What follows belongs to an exercise in optimizing a design on an open flow for small area and a short achievable clock period; a production flow would make more cautious choices. Function was checked by simulation only, so behaviour that the tests miss may differ from the original. Power figures rest on the tool's default switching activity, not on a simulated workload.

<file path="flow/design.v">
package dither_pkg;
    localparam int PIX_W = 8;
    localparam int Q_W = 5;
    localparam int SH_W = 6;
    localparam int RGB_W = 24;
    localparam int LINE_TOTAL = 24;
    localparam int LATENCY = 2 * LINE_TOTAL + 3;
    localparam int PIX_STAGES = 11;
    localparam int QLAT = PIX_STAGES + 1;
    localparam int HIST_NEXT = LINE_TOTAL - 5;
    localparam int HIST_FAR  = 2 * LINE_TOTAL - 10;
    localparam int HIST_LEN  = HIST_FAR + 1;
    localparam int CNT_W   = 6;
    localparam int CNT_MAX = LATENCY;
endpackage
import dither_pkg::*;
module diffusion_row
#(
    parameter int WEIGHT = 1
) (
    input  logic             clk,
    input  logic [PIX_W-1:0] value_in,
    input  logic [Q_W-1:0]   q_in,
    output logic [PIX_W-1:0] value_out
);
    logic signed [Q_W-1:0]  q;
    logic signed [SH_W-1:0] share;
    logic signed [PIX_W+1:0] sum;
    assign q = $signed(q_in);
    always_comb begin
        case (WEIGHT)
            7:       share = SH_W'(q) + SH_W'(q >>> 1) - SH_W'(q >>> 2);
            5:       share = SH_W'(q) - SH_W'(q >>> 3);
            3:       share = SH_W'(q >>> 1);
            default: share = SH_W'(q >>> 3) + SH_W'(q >>> 4);
        endcase
    end
    assign sum = $signed({2'b00, value_in}) + share;
    always_ff @(posedge clk) begin
        if (sum[PIX_W+1])
            value_out <= '0;
        else if (sum[PIX_W])
            value_out <= '1;
        else
            value_out <= sum[PIX_W-1:0];
    end
endmodule
module line_fifo
#(
    parameter int WIDTH = 1,
    parameter int DEPTH = 1
) (
    input  logic             clk,
    input  logic [WIDTH-1:0] din,
    output logic [DEPTH-1:0][WIDTH-1:0] taps
);
    always_ff @(posedge clk) begin
        taps[0] <= din;
        for (int i = 1; i < DEPTH; i++) begin
            taps[i] <= taps[i-1];
        end
    end
endmodule
import dither_pkg::*;
module jjn_quantizer
(
    input  logic             clk,
    input  logic [PIX_W-1:0] value_in,
    input  logic             de_in,
    output logic [Q_W-1:0]   q_out,
    output logic             bd_out
);
    logic signed [Q_W-1:0]   q;
    logic signed [SH_W-1:0]  w7;
    logic signed [PIX_W+1:0] sum;
    logic [PIX_W-1:0]        p;
    logic signed [PIX_W+1:0] err;
    assign q  = $signed(q_out);
    assign w7 = SH_W'(q) + SH_W'(q >>> 1) - SH_W'(q >>> 2);
    assign sum = $signed({2'b00, value_in}) + w7;
    assign p   = sum[PIX_W+1] ? '0 : (sum[PIX_W] ? '1 : sum[PIX_W-1:0]);
    assign err = p[PIX_W-1] ? $signed({2'b00, p}) - 10'sd255 : $signed({2'b00, p});
    always_ff @(posedge clk) begin
        q_out  <= de_in ? Q_W'(err >>> 3) : '0;
        bd_out <= p[PIX_W-1];
    end
endmodule
import dither_pkg::*;
module jjn_dither_top
(
    input  logic             clk,
    input  logic             rst,
    input  logic [RGB_W-1:0] rgb,
    input  logic             de,
    input  logic             hs,
    input  logic             vs,
    output logic [RGB_W-1:0] dout,
    output logic             de_out,
    output logic             hs_out,
    output logic             vs_out
);
    logic [CNT_W-1:0] cnt;
    always_ff @(posedge clk) begin
        if (rst)
            cnt <= '0;
        else if (cnt != CNT_W'(CNT_MAX))
            cnt <= cnt + 1'b1;
    end
    logic [LATENCY-1:0][2:0] sync_taps;
    line_fifo #(.WIDTH(3), .DEPTH(LATENCY)) sync_dly (
        .clk(clk), .din({de, hs, vs}), .taps(sync_taps)
    );
    logic [PIX_STAGES:0][PIX_W-1:0] pix;
    logic [HIST_LEN-2:0][Q_W:0] hist_taps;
    logic [Q_W-1:0]   q_next;
    logic [Q_W-1:0]   q_far;
    logic [Q_W-1:0]   q_near;
    logic             bd_near;
    always_ff @(posedge clk) begin
        pix[0] <= {2'b00, rgb[7:2]} + {1'b0, rgb[15:9]} + {2'b00, rgb[23:18]};
    end
    assign q_far  = (cnt >= CNT_W'(QLAT + 1 + HIST_FAR))  ? hist_taps[HIST_FAR-1][Q_W-1:0]  : '0;
    assign q_next = (cnt >= CNT_W'(QLAT + 1 + HIST_NEXT)) ? hist_taps[HIST_NEXT-1][Q_W-1:0] : '0;
    diffusion_row #(.WEIGHT(1)) far0 (.clk(clk), .value_in(pix[0]), .q_in(q_far), .value_out(pix[1]));
    diffusion_row #(.WEIGHT(3)) far1 (.clk(clk), .value_in(pix[1]), .q_in(q_far), .value_out(pix[2]));
    diffusion_row #(.WEIGHT(5)) far2 (.clk(clk), .value_in(pix[2]), .q_in(q_far), .value_out(pix[3]));
    diffusion_row #(.WEIGHT(3)) far3 (.clk(clk), .value_in(pix[3]), .q_in(q_far), .value_out(pix[4]));
    diffusion_row #(.WEIGHT(1)) far4 (.clk(clk), .value_in(pix[4]), .q_in(q_far), .value_out(pix[5]));
    diffusion_row #(.WEIGHT(3)) nxt0 (.clk(clk), .value_in(pix[5]), .q_in(q_next), .value_out(pix[6]));
    diffusion_row #(.WEIGHT(5)) nxt1 (.clk(clk), .value_in(pix[6]), .q_in(q_next), .value_out(pix[7]));
    diffusion_row #(.WEIGHT(7)) nxt2 (.clk(clk), .value_in(pix[7]), .q_in(q_next), .value_out(pix[8]));
    diffusion_row #(.WEIGHT(5)) nxt3 (.clk(clk), .value_in(pix[8]), .q_in(q_next), .value_out(pix[9]));
    diffusion_row #(.WEIGHT(3)) nxt4 (.clk(clk), .value_in(pix[9]), .q_in(q_next), .value_out(pix[10]));
    diffusion_row #(.WEIGHT(5)) cur0 (.clk(clk), .value_in(pix[10]), .q_in(q_near), .value_out(pix[11]));
    logic de_eff;
    assign de_eff = sync_taps[PIX_STAGES][2] && (cnt >= CNT_W'(QLAT));
    jjn_quantizer quantizer_i (
        .clk(clk), .value_in(pix[PIX_STAGES]), .de_in(de_eff),
        .q_out(q_near), .bd_out(bd_near)
    );
    line_fifo #(.WIDTH(Q_W + 1), .DEPTH(HIST_LEN-1)) err_hist (
        .clk(clk), .din({bd_near, q_near}), .taps(hist_taps)
    );
    logic       out_ok;
    logic       bd_q;
    logic [2:0] sync_q;
    assign out_ok = !rst && (cnt == CNT_W'(CNT_MAX));
    always_ff @(posedge clk) begin
        bd_q   <= out_ok && hist_taps[HIST_FAR-1][Q_W] && sync_taps[LATENCY-1][2];
        sync_q <= out_ok ? sync_taps[LATENCY-1] : 3'b000;
    end
    assign dout = {RGB_W{bd_q}};
    assign {de_out, hs_out, vs_out} = sync_q;
endmodule
</file>
<file path="flow/run.sh">
#!/bin/bash
# synth_recipe.tcl (not shown) runs the flow's synth.tcl, then flattens the netlist and writes it again
# the make line also repeats each setting of config.mk as NAME=value (left out here)
make -C /OpenROAD-flow-scripts/flow DESIGN_CONFIG=/design/flow/config.mk WORK_HOME=/design/flow/orfs CLKGATE_MAP_FILE= SYNTH_SCRIPT=/design/flow/synth_recipe.tcl finish
</file>
<file path="flow/config.mk">
export PLATFORM = sky130hd
export DESIGN_NAME = jjn_dither_top
export DESIGN_NICKNAME = jjn_dither_top
export VERILOG_FILES = /design/flow/design.v
export SDC_FILE = /design/flow/constraint.sdc
export NUM_CORES = 4
export LEC_CHECK = 0
export CAP_MARGIN = 20
export CORE_MARGIN = 2
export CORE_UTILIZATION = 40
export SLEW_MARGIN = 20
</file>
<file path="flow/constraint.sdc">
create_clock -name core_clock -period 6.5 [get_ports {clk}]
set_input_delay 1.3000 -clock core_clock [delete_from_list [all_inputs] [get_ports {clk}]]
set_output_delay 1.3000 -clock core_clock [all_outputs]
set_load 0.01 [all_outputs]
</file>
==> flow_summary.rst <==
.. list-table::
   :header-rows: 1

   * - Metric
     - Value
   * - Final critical delay including setup and external delays
     - 4680 ps
   * - Ys async rst share
     - 0
   * - Global routing usage on met3
     - 0.0249
   * - Post_cts resized
     - 0
   * - Post-synthesis register bit count
     - 493
   * - Syn nets
     - 1576
   * - Number of global-route vias before repair
     - 8888
   * - Fraction of layout cells with a size suffix above 1
     - 0.0648
   * - Sequential fraction of design power
     - 0.418
   * - Area Overhead vs Synth
     - 15.2%
   * - Largest Register
     - err_hist.taps
   * - Critical path cell sequence
     - o311a_1 > nand2_1 > inv_1 > buf_4 > fa_1 > inv_1 > ha_1 > a21oi_1 > nor2b_1 > a31oi_1 > a21oi_1 > xnor2_1 > a22oi_1
   * - Class of the most critical setup path
     - reg2reg
   * - Critical-path top delay cell
     - sky130_fd_sc_hd__dfxtp_1
   * - Remaining max-slew budget at the tightest pin
     - 0.279
   * - Antenna violations before repair
     - 0
   * - Remaining antenna violation count after routing
     - 0
   * - Worst hold start
     - err_hist.taps[67]
   * - Synthesized netlist cell count
     - 1379
   * - Finished Core Util
     - 0.468
   * - Net switching power
     - 2.66 mW
   * - Pre-antenna DRT Iters
     - 4
   * - Data arrival time at the worst-slack endpoint
     - 5080 ps
   * - Share of the yosys chip area belonging to registers
     - 0.593
   * - RSZ-0062 raised after global routing
     - no
   * - Cell family with the largest share of critical-path delay
     - compound AO/OA/AOI/OAI gates
   * - Share of the clock period used by the worst path
     - 0.721
   * - Registers with the most flip-flops
     - err_hist.taps x228, sync_dly.taps x153
   * - Hold Path Class
     - reg2reg
   * - Core footprint
     - 40900 um2
   * - Global-route met1 utilization
     - 0.143
   * - CTS HTree Levels
     - 2
   * - Std-Cell Rows
     - 74
   * - Width of the die
     - 208 um
   * - Total cell area at the placement stage
     - 17600 um2
   * - Boundary Pins
     - 56
   * - Element type at the critical path start
     - register
   * - Maximum number of pins on one net before global-route repair
     - 25
   * - Number of vias in the routed layout
     - 9104
   * - Max-capacitance violation count
     - 0
   * - Number of flops mapped to enable cells by yosys
     - 0
   * - CTS clock-pin slew for the worst setup and hold paths
     - 60 ps
   * - Die Footprint
     - 43300 um2
   * - # Post-CTS Setup Buffers
     - 0
   * - Mapped Avg Cell Area
     - 12.1 um2
   * - Post-route cell area
     - 19200 um2
   * - Placer Congestion
     - 0.756
   * - Cell area power density
     - 462 nW/um2
   * - CP Buf/Inv Count
     - 3
   * - Number of antenna repair diodes
     - 0
   * - Critical path capture point type
     - register
   * - Leakage power figure
     - 8.50 nW
   * - Number of unique standard cell types used by synthesis
     - 65
   * - Dominant register cell in the synthesized netlist
     - sky130_fd_sc_hd__dfxtp_1
   * - Wirelength, routed
     - 23.6 mm
   * - Sum of negative setup slack
     - 0 ps
   * - Combinational share of power
     - 0.278
   * - Via density
     - 4.52
   * - First-iteration detailed-routing DRC count
     - 422
   * - CTS Root Cell
     - sky130_fd_sc_hd__clkbuf_16
   * - Max Root-Sink Buffers
     - 3
   * - Buffers added on ports
     - 50
   * - Maximum fanout count along the critical path
     - 23
   * - Synth warn
     - 8
   * - Clock tree from TritonCTS
     - done
   * - DR DRC count
     - 0
   * - Data required time at the worst endpoint
     - 6890 ps
   * - Clock latency on the worst-skew pair
     - 590 ps
   * - Total gr overflow
     - 0
   * - Peak Freq
     - 0.214 GHz
   * - Global routing met2 resource utilization
     - 0.177
   * - Outcome
     - no timing/DRC/antenna violations
   * - Worst setup skew after layout
     - 26.9 ps
   * - Final routed wire length divided by cell count
     - 11.7 um
   * - Total GRT Usage
     - 0.111
   * - Cts bufs inserted
     - 46
   * - Clock Sinks
     - 493
   * - Flip-flop count of the largest register after layout
     - 228
   * - Switching fraction of total power
     - 0.300
   * - Post-synth design cell area
     - 16600 um2
   * - Worst setup path startpoint
     - cnt[5]
   * - Area taken by flip-flops and latches
     - 9870 um2
   * - Starting density of the core
     - 0.407
   * - Vertical die dimension
     - 208 um
   * - Number of failing hold endpoints at the final stage
     - 0
   * - Internal power
     - 6.20 mW
   * - Final max-slew violation count
     - 0
   * - Setup violators final
     - 0
   * - Layout net count
     - 1644
   * - RR Startpoint
     - cnt[5]
   * - Relative contribution of the clock network to total power
     - 0.304
   * - Crit-path max cell delay
     - 860 ps
   * - GRT busiest layer
     - met2
   * - Filler cells
     - 3725
   * - Least-Margin Pin Slew
     - 1070 ps
   * - Post-detail-place hpwl
     - 16.2 mm
   * - CTS hold repair buffers
     - 0
   * - Multi-input combinational cell area
     - 6120 um2
   * - Worst IR drop on VDD
     - 0.273 mV
   * - Global-route wire length before repair
     - 40.3 mm
==> path summary, 6_finish.rpt <==
| check | to | slack [ps] | depth (start not counted) |
|---|---|---|---|
| min | err_hist.taps[73] | 320 | 0 |
| min reg2reg | err_hist.taps[73] | 320 | 0 |
| max | far2.value_out[7] | 1820 | 13 |
| max reg2reg | far2.value_out[7] | 1820 | 13 |
==> synthesized netlist by cell type (4+ instances only) <==
master / number / area [um2]
sky130_fd_sc_hd__or3_1: 4 / 25.0
sky130_fd_sc_hd__a21oi_1: 114 / 571
sky130_fd_sc_hd__o22ai_1: 5 / 31.3
sky130_fd_sc_hd__nand3_1: 13 / 65.1
sky130_fd_sc_hd__a211o_1: 11 / 96.3
sky130_fd_sc_hd__a211oi_1: 7 / 52.6
sky130_fd_sc_hd__or2_2: 7 / 43.8
sky130_fd_sc_hd__nand2_1: 28 / 105
sky130_fd_sc_hd__a21o_1: 27 / 203
sky130_fd_sc_hd__a2111oi_0: 4 / 35.0
sky130_fd_sc_hd__clkbuf_1: 7 / 26.3
sky130_fd_sc_hd__nor3_1: 9 / 45.0
sky130_fd_sc_hd__inv_1: 110 / 413
sky130_fd_sc_hd__xor2_1: 46 / 403
sky130_fd_sc_hd__o21bai_1: 14 / 105
sky130_fd_sc_hd__o21ai_0: 30 / 150
sky130_fd_sc_hd__nand2b_1: 6 / 37.5
sky130_fd_sc_hd__o211ai_1: 4 / 30.0
sky130_fd_sc_hd__buf_4: 24 / 180
sky130_fd_sc_hd__xnor2_1: 62 / 543
sky130_fd_sc_hd__ha_1: 132 / 1650
sky130_fd_sc_hd__a31oi_1: 5 / 31.3
sky130_fd_sc_hd__dfxtp_1: 493 / 9870
sky130_fd_sc_hd__and3_1: 4 / 25.0
sky130_fd_sc_hd__fa_1: 36 / 721
sky130_fd_sc_hd__and2_1: 8 / 50.1
sky130_fd_sc_hd__nor2_1: 57 / 214
sky130_fd_sc_hd__a21boi_0: 8 / 60.1
sky130_fd_sc_hd__o21a_1: 38 / 285
sky130_fd_sc_hd__nor2b_1: 13 / 81.3
==> placed cells by master (no fill, tap or decap), drive strengths merged, types with 3 or more instances in the layout <==
cell type / synthesis / routed
o21bai: 14 / 14
a41o: 3 / 3
nand3: 13 / 13
clkinv: 0 / 7
nand2: 28 / 28
fa: 36 / 36
nor3: 9 / 9
a31oi: 5 / 5
a211o: 11 / 11
and2: 9 / 9
dfxtp: 493 / 493
clkbuf: 7 / 63
nor2b: 13 / 13
clkdlybuf4s50: 0 / 50
xor2: 46 / 46
bufinv: 0 / 4
clkinvlp: 0 / 4
xnor2: 62 / 62
a21boi: 8 / 8
o21a: 38 / 38
nand2b: 6 / 6
o211ai: 4 / 4
or2: 7 / 7
a211oi: 7 / 7
a21oi: 114 / 114
a31o: 3 / 3
nor4: 3 / 3
nor2: 57 / 57
o22ai: 5 / 5
or3: 6 / 6
ha: 132 / 132
buf: 27 / 4
a21o: 27 / 27
a2111oi: 5 / 5
nand4: 3 / 3
and3: 4 / 4
inv: 111 / 115
a22oi: 4 / 4
o21ai: 30 / 30
==> metal layers <==
layer | wire (um) | up-vias
li1 | - | 4757
met1 | 11500 | 4177
met2 | 10500 | 118
met3 | 898 | 52
met4 | 754 | 0
met5 | 0 | -
==> final cells by class <==
cell class | count | area share
Clock buffer | 63 | 0.0670
Clock inverter | 19 | 0.0147
Inverter | 111 | 0.0220
Multi-Input combinational cell | 741 | 0.319
Sequential cell | 493 | 0.515
Tap cell | 532 | 0.0347
Timing Repair Buffer | 54 | 0.0277
==> power by group through the flow <==
stage / sequential (mW) / combinational (mW) / clock (mW)
after floorplan: 3.70 / 2.01 / 0
after global placement: 3.76 / 2.41 / 0
after detailed placement: 3.77 / 2.45 / 0
after CTS: 3.71 / 2.48 / 2.78
after global routing: 3.75 / 2.81 / 2.91
final: 3.71 / 2.46 / 2.69
==> kinds of logic after synthesis <==
family | Yosys count | share of synthesized area
DFF | 493 | 0.593
AOI/OAI and AO/OA | 298 | 0.117
buffers and inverters | 145 | 0.0398
and+or+nand+nor | 164 | 0.0488
muxes | 1 | 0.000601
adders and majority gates | 170 | 0.144
xor gates and xnor gates | 108 | 0.0568
==> per-stage QoR <==
| step | worst slack (ps) | hold slack (ps) | power (mW) | std cells |
|---|---|---|---|---|
| finish | 1820 | 318 | 8.86 | 2013 |
| global route | 1350 | 319 | 9.47 | 2013 |
| CTS | 1710 | 314 | 8.98 | 2013 |
| detailed placement | 1720 | 312 | 6.22 | 1931 |
| global placement | 1870 | 310 | 6.17 | 1931 |
| floorplan | 2390 | 310 | 5.71 | 1379 |

[port drivers added, routing unchanged]
The flow's constraints put no driver on any port. The routed layout listed below was extracted and timed again, unchanged, in two steps.
Step 1 (the two cells are an assumption about what drives the block):
set clk [get_ports {clk}]
set_driving_cell -lib_cell sky130_fd_sc_hd__clkbuf_16 $clk
set_driving_cell -lib_cell sky130_fd_sc_hd__buf_2 [delete_from_list [all_inputs] $clk]
Step 2 moves the port delays by t, midway between the first and last clock arrival at a register: inputs arrive t later, outputs are due t later. That takes back most of the time a late clock gives input paths.
Slacks: no drivers / after step 1 / after step 2; pairs: no drivers / after step 1.
shift t [ns]: 0.623
setup slack, ns: 1.816 / 1.816 / 1.816
hold slack, ns: 0.318 / 0.318 / 0.318
cell pins on the clock port's net: 1
After both steps this run still meets setup and hold. For this run, drivers alone change the setup slack by 0.000 ns; drivers and shift together by 0.000 ns.
